From an optimization exercise on the open Yosys and OpenROAD flow, aimed at a short achievable clock period and few clock cycles; shortcuts taken in it are not production practice. In this exercise RTL edits were held to simulation tests only and were not proved equivalent to the original. No activity file was given, so power comes from the tool's default toggle rates.

==> run a: inputs <==
==> flow/design.v (excerpt) <==
module mc_data_path #(
    parameter int              PC_W       = 10,
    parameter int              INS_W      = 32,
    parameter int              DATA_W     = 32,
    parameter int              RF_ADDRESS = 5,
    parameter int              DM_ADDRESS = 9,
    parameter int              ALU_CC_W   = 4,
    parameter logic [PC_W-1:0] RESET_PC   = '0
) (
    input  logic                  clk,
    input  logic                  reset,
    input  logic                  reg_write,
    input  logic                  mem2reg,
    input  logic                  alu_src,
    input  logic                  mem_write,
    input  logic                  mem_read,
    input  logic                  branch,
    input  logic [ALU_CC_W-1:0]   alu_cc,
    output logic                  imem_req,
    output logic [PC_W-1:0]       imem_addr,
    input  logic [INS_W-1:0]      imem_rdata,
    input  logic                  imem_valid,
    output logic                  dmem_req,
    output logic                  dmem_we,
    output logic [DM_ADDRESS-1:0] dmem_addr,
    output logic [DATA_W-1:0]     dmem_wdata,
    input  logic [DATA_W-1:0]     dmem_rdata,
    input  logic                  dmem_valid,
    output logic [6:0]            opcode,
    output logic [6:0]            funct7,
    output logic [2:0]            funct3,
    output logic [DATA_W-1:0]     alu_result,
    output logic [PC_W-1:0]       pc,
    output logic                  retire
);
make LEC_CHECK=0 CAP_MARGIN=20 CORE_MARGIN=2 CORE_UTILIZATION=40 SETUP_SLACK_MARGIN=3.5 SLEW_MARGIN=20 TNS_END_PERCENT=100 finish   # period 9.0 ns
run.sh (not shown) runs the stock make flow with config.mk's settings and CLKGATE_MAP_FILE= SYNTH_SCRIPT=/design/flow/synth_recipe.tcl, a recipe that flattens the netlist after the stock synthesis.
==> run b: changes against run a <==
--- a/flow/config.mk
+++ b/flow/config.mk
@@ -10,4 +10,2 @@
 export CORE_UTILIZATION = 40
-export SETUP_SLACK_MARGIN = 3.5
 export SLEW_MARGIN = 20
-export TNS_END_PERCENT = 100
==> notes.md <==
| quantity | run b | run a |
|---|---|---|
| Post-route met1 wirelength | 159000 µm | 158000 µm |
| Storage cell area | 0.0289 mm² | 0.0290 mm² |
| Non-clock buffer count in the final layout | 556 | 778 |
| Clock buffer instance count of the final layout | 185 | 200 |
| Run status | timing/DRC/antenna clean | timing/DRC/antenna clean |
| Met1 capacity usage during global routing | 0.554 | 0.550 |
| Total CTS buffers | 136 | 135 |
| Slew at the pin closest to its max-slew limit | 1410 ps | 1360 ps |
| Final standard cell utilization of the core | 0.458 | 0.482 |
| Placed instance count | 10900 | 10900 |
| RSZ-0062 raised after global routing | no | yes |
| Net load switching power | 7.93 mW | 8.24 mW |
| Number of antenna violations at the first check in global routing | 40 | 43 |
| Min-Delay Endpoint | ir_q[14] | aluout_q[26] |
| Internal | 11.8 mW | 12.1 mW |
| Post-CTS setup repair buffer count | 0 | 170 |
| Launch point of the worst path | a_q[5] | b_q[1] |
| Buf+Inv Stages, Crit Path | 2 | 6 |
Testbench counts of run a, summed over its fixed seeds: cycles 30,344.
Testbench counts of run b, summed over its fixed seeds: cycles 30,344.


==> amber <==
Another version of the RTL of mc_data_path (not shown whole).
==> flow/config.mk <==
export PLATFORM = sky130hd
export DESIGN_NAME = mc_data_path
export DESIGN_NICKNAME = mc_data_path
export VERILOG_FILES = /design/flow/design.v
export SDC_FILE = /design/flow/constraint.sdc
export NUM_CORES = 4
export LEC_CHECK = 0
export CAP_MARGIN = 40
export CORE_MARGIN = 2
export CORE_UTILIZATION = 40
export SETUP_SLACK_MARGIN = 5
export SLEW_MARGIN = 40
export TNS_END_PERCENT = 100
==> flow/constraint.sdc <==
create_clock -name core_clock -period 9.0 [get_ports {clk}]
set_input_delay 1.8000 -clock core_clock [delete_from_list [all_inputs] [get_ports {clk}]]
set_output_delay 1.8000 -clock core_clock [all_outputs]
set_load 0.01 [all_outputs]
==> inputs of willow, as changes to amber <==
CORE_UTILIZATION = 30   (was 40)
SETUP_SLACK_MARGIN = 4   (was 5)
TNS_END_PERCENT = 20   (was 100)
==> qor summary <==
                                                                                   amber                   willow
Die footprint                                                                  256000 um^2              341000 um^2
Fraction of met1 tracks used by global routing                                       59.1%                    39.6%
DRT iter0 DRCs                                                                       18185                    18030
Multi-input gate share of the layout cell area                                       44.4%                    44.8%
Last weighted congestion value of the routability-driven placer                       1.07                     1.05
Starting density of the core                                                         40.2%                    30.2%
Fraction of layout cells with a size suffix above 1                                  35.9%                    23.5%
Initial antenna violation count                                                         44                       53
Total detailed-routing wirelength                                                   683 mm                   599 mm
GRT Resource Usage Total                                                             51.1%                    33.9%
Worst vdd ir                                                                        232 uV                   177 uV
Number of inserted filler cells in the final layout                                  21356                    33033
Critical R2R Capture                                               sa1_i_q[31]$_DFFE_PN0P_  ss1_b_q[23]$_DFFE_PN0P_
Final hold slack                                                                  0.463 ns                 0.469 ns
Relative area of non-clock buffer cells in the final design                          17.5%                    11.5%
Result of the run                                                  complete, no violations  complete, no violations
Footprint of the multi-input gates                                              65600 um^2               58700 um^2
Cell internal pwr                                                                 0.0200 W                 0.0185 W
Worst Hold Path EP                                               r_xor_b_q[26]$_DFFE_PN0P_  sa0_b_q[14]$_DFFE_PN0P_
DIE HEIGHT                                                                          506 um                   584 um
R2R cell count                                                                          23                       22
Testbench counts of amber, summed over its fixed seeds: cycles 30,344.
Testbench counts of willow, summed over its fixed seeds: cycles 30,344.

separate check: timing with driven ports:
The flow's constraints put no driver on any port. The routed layouts listed below were extracted and timed again, unchanged, in two steps.
Step 1 sets driving cells, clkbuf_16 on the clock port and buf_2 on the other inputs (assumed; they add their load-dependent delay and slew).
Step 2, shift: input delay + t, output delay - t, t = (earliest + latest rising clock arrival at the registers) / 2. This alone moves slack from input paths to output paths.
a / b / c = ideal ports / drivers / drivers and shift; a / b = the first two.
run	t (ns)	setup slack, ns	worst register clock-pin slew, ns	worst data-port slew with drivers (ns)
run a	0.936	2.251 / 2.145 / 2.142	0.08 / 0.08	0.34
run b	0.913	0.506 / 0.411 / 0.769	0.08 / 0.08	0.27
amber	1.008	2.859 / 2.558 / 1.764	0.07 / 0.07	0.33
willow	1.028	2.902 / 2.542 / 1.785	0.07 / 0.07	0.40
After both steps every run listed still meets setup and hold. The setup slack of willow, which loses most, moves by -0.360 ns with the drivers and by -1.117 ns with both steps.
